Background: an optimization exercise with open tools, aiming at small area. Do not read the settings as production practice.
In this exercise RTL edits were held to simulation tests only and were not proved equivalent to the original.
Power is estimated from default activity; no workload was simulated.

==> module decodeStage, before the edit <==
module decodeStage (
   input  logic                 clk,
   input  logic                 reset,
   input  isaPkg::dataWord      instr,
   input  logic [29:0]          nextPc,
   output isaPkg::regIndex      readA,
   output isaPkg::regIndex      readB,
   input  isaPkg::dataWord      dataA,
   input  isaPkg::dataWord      dataB,
   output logic                 taken,
   output logic [29:0]          target,
   output pipePkg::resultBundle toExecute
);
   isaPkg::opcodeField opcode;
   isaPkg::functField  funct;
   isaPkg::regIndex    rd;
   isaPkg::dataWord    immExt;
   pipePkg::aluSel     sel;
   logic               invert;
   logic               carryIn;
   logic               useImm;
   logic               destIsRt;
   logic               regWrite;
   logic               memRead;
   logic               memWrite;
   logic               isBeq;
   logic               isBne;
   isaPkg::dataWord    b;
   isaPkg::dataWord    bx;
   isaPkg::dataWord    result;
   assign opcode = instr[isaPkg::opcodeMsb:isaPkg::opcodeLsb];
   assign funct  = instr[isaPkg::functMsb:isaPkg::functLsb];
   assign readA  = instr[isaPkg::rsMsb:isaPkg::rsLsb];
   assign readB  = instr[isaPkg::rtMsb:isaPkg::rtLsb];
   assign rd     = instr[isaPkg::rdMsb:isaPkg::rdLsb];
   assign immExt = {{16{instr[isaPkg::immMsb]}}, instr[isaPkg::immMsb:isaPkg::immLsb]};
   always_comb begin
      sel      = '0;
      sel.sum  = 1'b1;
      invert   = 1'b0;
      carryIn  = 1'b0;
      useImm   = 1'b1;
      destIsRt = 1'b1;
      regWrite = 1'b0;
      memRead  = 1'b0;
      memWrite = 1'b0;
      isBeq    = 1'b0;
      isBne    = 1'b0;
      case (opcode)
         isaPkg::opcodeAddi: regWrite = 1'b1;
         isaPkg::opcodeSubi: begin
            invert   = 1'b1;
            carryIn  = 1'b1;
            regWrite = 1'b1;
         end
         isaPkg::opcodeXori: begin
            sel      = '0;
            sel.bitXor = 1'b1;
            regWrite = 1'b1;
         end
         isaPkg::opcodeAndi: begin
            sel      = '0;
            sel.bitAnd = 1'b1;
            regWrite = 1'b1;
         end
         isaPkg::opcodeOri: begin
            sel      = '0;
            sel.bitOr = 1'b1;
            regWrite = 1'b1;
         end
         isaPkg::opcodeLw: begin
            regWrite = 1'b1;
            memRead  = 1'b1;
         end
         isaPkg::opcodeSw:  memWrite = 1'b1;
         isaPkg::opcodeBeq: isBeq = 1'b1;
         isaPkg::opcodeBne: isBne = 1'b1;
         isaPkg::opcodeRFormat: begin
            useImm   = 1'b0;
            destIsRt = 1'b0;
            regWrite = 1'b1;
            case (funct)
               isaPkg::functAdd: ;
               isaPkg::functSub: begin
                  invert  = 1'b1;
                  carryIn = 1'b1;
               end
               isaPkg::functXor: begin
                  sel        = '0;
                  sel.bitXor = 1'b1;
               end
               isaPkg::functAnd: begin
                  sel        = '0;
                  sel.bitAnd = 1'b1;
               end
               isaPkg::functOr: begin
                  sel       = '0;
                  sel.bitOr = 1'b1;
               end
               isaPkg::functSlt: begin
                  sel         = '0;
                  sel.compare = 1'b1;
                  invert      = 1'b1;
                  carryIn     = 1'b1;
               end
               isaPkg::functSle: begin
                  sel         = '0;
                  sel.compare = 1'b1;
                  invert      = 1'b1;
               end
               default: regWrite = 1'b0;
            endcase
         end
         default: ;
      endcase
   end
   assign taken  = (isBeq && dataA == dataB) || (isBne && dataA != dataB);
   logic [16:0] targetLow;
   assign targetLow = {1'b0, nextPc[15:0]} + {1'b0, instr[15:0]};
   assign target    = {nextPc[29:16] + {14{instr[15]}} + {13'b0, targetLow[16]}, targetLow[15:0]};
   assign b  = useImm ? immExt : dataB;
   assign bx = invert ? ~b : b;
   isaPkg::dataWord gen;
   isaPkg::dataWord prop;
   isaPkg::dataWord carry;
   logic            carryOut;
   assign gen  = dataA & bx;
   assign prop = dataA ^ bx;
   prefixCarry #(.width(32)) i_carry (
      .gen(gen),
      .prop(prop),
      .carryIn(carryIn),
      .carry(carry),
      .carryOut(carryOut)
   );
   logic takeProp;
   logic takeGen;
   assign takeProp = sel.bitXor | sel.bitOr;
   assign takeGen  = sel.bitAnd | sel.bitOr;
   assign result = ({32{sel.sum}}     & (prop ^ carry))
                 | ({32{takeProp}}    & prop)
                 | ({32{takeGen}}     & gen)
                 | ({32{sel.compare}} & {31'b0, ~carryOut});
   always_ff @(posedge clk) begin
      toExecute.result    <= result;
      toExecute.storeData <= dataB;
      toExecute.destReg   <= destIsRt ? readB : rd;
      if (reset) begin
         toExecute.regWrite <= 1'b0;
         toExecute.memRead  <= 1'b0;
         toExecute.memWrite <= 1'b0;
      end else begin
         toExecute.regWrite <= regWrite;
         toExecute.memRead  <= memRead;
         toExecute.memWrite <= memWrite;
      end
   end
endmodule
export LEC_CHECK = 0
export CAP_MARGIN = 10
export CELL_PAD_IN_SITES_DETAIL_PLACEMENT = 1
export CELL_PAD_IN_SITES_GLOBAL_PLACEMENT = 1
export CORE_MARGIN = 2
export CORE_UTILIZATION = 50
export CTS_BUF_LIST = sky130_fd_sc_hd__clkbuf_4
export CTS_CLUSTER_DIAMETER = 50
export CTS_CLUSTER_SIZE = 9
export PLACE_DENSITY = 0.62
export SLEW_MARGIN = 10
export SYNTH_HIERARCHICAL = 1
export SYNTH_MINIMUM_KEEP_SIZE = 0
create_clock -name core_clock -period 8.0 [get_ports {clk}]
standard.sh (not shown) runs the stock make flow with config.mk's settings and CLKGATE_MAP_FILE= SYNTH_SCRIPT=/design/flow/synth_recipe.tcl, a recipe that flattens the netlist after the stock synthesis.
==> flow/flow/run.sh <==
#!/bin/bash
# Standard layout, with two changes to how it is made: ports are buffered
# with the smallest buffer, and clock tree synthesis adds no dummy loads.
set -euo pipefail
export BUFFER_PORTS_ARGS="-buffer_cell sky130_fd_sc_hd__buf_1"
export CTS_ARGS="-sink_clustering_enable -repair_clock_nets -dont_use_dummy_load -buf_list sky130_fd_sc_hd__clkbuf_4 -sink_clustering_size 9 -sink_clustering_max_diameter 50"
bash standard.sh > standard.log 2>&1
Next try:
--- a/flow/design.v
+++ b/flow/design.v
@@ -213,9 +213,20 @@
    end
    assign taken  = (isBeq && dataA == dataB) || (isBne && dataA != dataB);
    logic [16:0] targetLow;
    assign targetLow = {1'b0, nextPc[15:0]} + {1'b0, instr[15:0]};
-   assign target    = {nextPc[29:16] + {14{instr[15]}} + {13'b0, targetLow[16]}, targetLow[15:0]};
+   logic        targetMove;
+   logic [13:0] targetFlip;
+   logic [14:0] targetRipple;
+   logic [13:0] targetHigh;
+   assign targetMove      = targetLow[16] ^ instr[15];
+   assign targetFlip      = nextPc[29:16] ^ {14{instr[15]}};
+   assign targetRipple[0] = targetMove;
+   for (genvar i = 0; i < 14; i++) begin : g_high
+      assign targetHigh[i]     = targetFlip[i] ^ targetRipple[i] ^ instr[15];
+      assign targetRipple[i+1] = targetFlip[i] & targetRipple[i];
+   end
+   assign target = {targetHigh, targetLow[15:0]};
    assign b  = useImm ? immExt : dataB;
    assign bx = invert ? ~b : b;
    isaPkg::dataWord gen;
    isaPkg::dataWord prop;
Effect: The new run produced a clean layout. Clock-buffer cell count stays the same. Power stays flat. Combinational power hardly moves. Area after synthesis stays flat. Via count went down by 1.8%. Setup slack improved by 0.015 ns. Hold slack got worse by 0.010 ns. Non-clock buffer count is unchanged. First-iteration DRC count went up by 3.6%. Wire length went down by 3.5%. Utilization is about the same.

* * *

## rev 12
Starting RTL as in the previous note.
==> module fetchStage, before the edit <==
module fetchStage #(
   parameter isaPkg::dataWord resetAddr = '0
) (
   input  logic            clk,
   input  logic            reset,
   input  logic            taken,
   input  logic [29:0]     target,
   output isaPkg::dataWord instrAddr,
   input  isaPkg::dataWord instrIn,
   output isaPkg::dataWord instr,
   output logic [29:0]     nextPc
);
   logic [29:0] pc;
   logic [29:0] seqPc;
   assign instrAddr = {pc, resetAddr[1:0]};
   logic [30:0] seqCarry;
   assign seqCarry[0] = 1'b1;
   for (genvar i = 0; i < 30; i++) begin : g_inc
      assign seqPc[i]      = pc[i] ^ seqCarry[i];
      assign seqCarry[i+1] = pc[i] & seqCarry[i];
   end
   always_ff @(posedge clk) begin
      if (reset) begin
         pc <= resetAddr[31:2];
      end else if (taken) begin
         pc <= target;
      end else begin
         pc <= seqPc;
      end
   end
   always_ff @(posedge clk) begin
      nextPc       <= seqPc;
      instr[15:6]  <= instrIn[15:6];
      if (reset) begin
         instr[31:16] <= '0;
         instr[5:0]   <= '0;
      end else begin
         instr[31:16] <= instrIn[31:16];
         instr[5:0]   <= instrIn[5:0];
      end
   end
endmodule
clock: 8.0 ns
lec_check: 0
cap_margin: 10
cell_pad_in_sites_detail_placement: 1
cell_pad_in_sites_global_placement: 1
core_margin: 2
core_utilization: 45
cts_buf_list: sky130_fd_sc_hd__clkbuf_8
cts_cluster_diameter: 70
cts_cluster_size: 14
place_density: 0.55
slew_margin: 10
synth_hierarchical: 1
synth_minimum_keep_size: 0
==> flow/flow/run.sh <==
#!/bin/bash
# Standard layout, with two changes to how it is made: ports are buffered
# with the smallest buffer, and clock tree synthesis adds no dummy loads.
set -euo pipefail
export BUFFER_PORTS_ARGS="-buffer_cell sky130_fd_sc_hd__buf_1"
export CTS_ARGS="-sink_clustering_enable -repair_clock_nets -dont_use_dummy_load -buf_list sky130_fd_sc_hd__clkbuf_8 -sink_clustering_size 14 -sink_clustering_max_diameter 70"
bash standard.sh > standard.log 2>&1
Changes in rev 13 relative to rev 12:
--- a/flow/design.v
+++ b/flow/design.v
@@ -67,12 +67,7 @@
    logic [29:0] pc;
    logic [29:0] seqPc;
    assign instrAddr = {pc, resetAddr[1:0]};
-   logic [30:0] seqCarry;
-   assign seqCarry[0] = 1'b1;
-   for (genvar i = 0; i < 30; i++) begin : g_inc
-      assign seqPc[i]      = pc[i] ^ seqCarry[i];
-      assign seqCarry[i+1] = pc[i] & seqCarry[i];
-   end
+   assign seqPc     = pc + 30'd1;
    always_ff @(posedge clk) begin
       if (reset) begin
          pc <= resetAddr[31:2];
@@ -83,14 +78,11 @@
       end
    end
    always_ff @(posedge clk) begin
-      nextPc       <= seqPc;
-      instr[15:6]  <= instrIn[15:6];
+      nextPc <= seqPc;
       if (reset) begin
-         instr[31:16] <= '0;
-         instr[5:0]   <= '0;
+         instr <= '0;
       end else begin
-         instr[31:16] <= instrIn[31:16];
-         instr[5:0]   <= instrIn[5:0];
+         instr <= instrIn;
       end
    end
 endmodule
@@ -212,9 +204,7 @@
       endcase
    end
    assign taken  = (isBeq && dataA == dataB) || (isBne && dataA != dataB);
-   logic [16:0] targetLow;
-   assign targetLow = {1'b0, nextPc[15:0]} + {1'b0, instr[15:0]};
-   assign target    = {nextPc[29:16] + {14{instr[15]}} + {13'b0, targetLow[16]}, targetLow[15:0]};
+   assign target = nextPc + immExt[29:0];
    assign b  = useImm ? immExt : dataB;
    assign bx = invert ? ~b : b;
    isaPkg::dataWord gen;
@@ -230,13 +220,10 @@
       .carry(carry),
       .carryOut(carryOut)
    );
-   logic takeProp;
-   logic takeGen;
-   assign takeProp = sel.bitXor | sel.bitOr;
-   assign takeGen  = sel.bitAnd | sel.bitOr;
    assign result = ({32{sel.sum}}     & (prop ^ carry))
-                 | ({32{takeProp}}    & prop)
-                 | ({32{takeGen}}     & gen)
+                 | ({32{sel.bitXor}}  & prop)
+                 | ({32{sel.bitAnd}}  & gen)
+                 | ({32{sel.bitOr}}   & (prop | gen))
                  | ({32{sel.compare}} & {31'b0, ~carryOut});
    always_ff @(posedge clk) begin
       toExecute.result    <= result;
Findings:
Rev 13: full flow OK, the timing, DRC and antenna checks passed
Net switching fraction of the power (rev 13 over rev 12): increase, 0.65 points
Relative to rev 12, count of routing violations after the opening detailed-route iteration has increased by about 14% in rev 13.
Multi-input logic cell count ends up higher on rev 13.
Clock-buffer cell count of rev 13 falls short of that of rev 12 slightly.
Synthesized cell area on rev 13 is behind rev 12.
[rev 13 vs rev 12] power: higher in rev 13

==> what the ideal ports hide <==
In the flow no input, the clock included, has a driving cell. The finished layouts below were timed again as built, in two steps.
Step 1, drivers: a clkbuf_16 drives clk and a buf_2 each remaining input, both assumed.
Step 2 also shifts input and output timing later by t, the mid clock arrival at the registers, as if the neighbouring blocks saw the same clock.
Three values: ideal, step 1, step 2; two values: the first two.
run	t, ns	setup WS [ns]	hold slack, ns
the first run of note 1	1.143	1.859 / 1.859 / 1.859	0.281 / 0.281 / 0.281
the second run of note 1	1.138	1.874 / 1.874 / 1.874	0.270 / 0.270 / 0.270
rev 12	0.859	1.759 / 1.759 / 1.759	0.311 / 0.311 / 0.311
rev 13	0.881	1.397 / 1.397 / 1.397	0.293 / 0.293 / 0.293
After both steps every run listed still meets setup and hold.
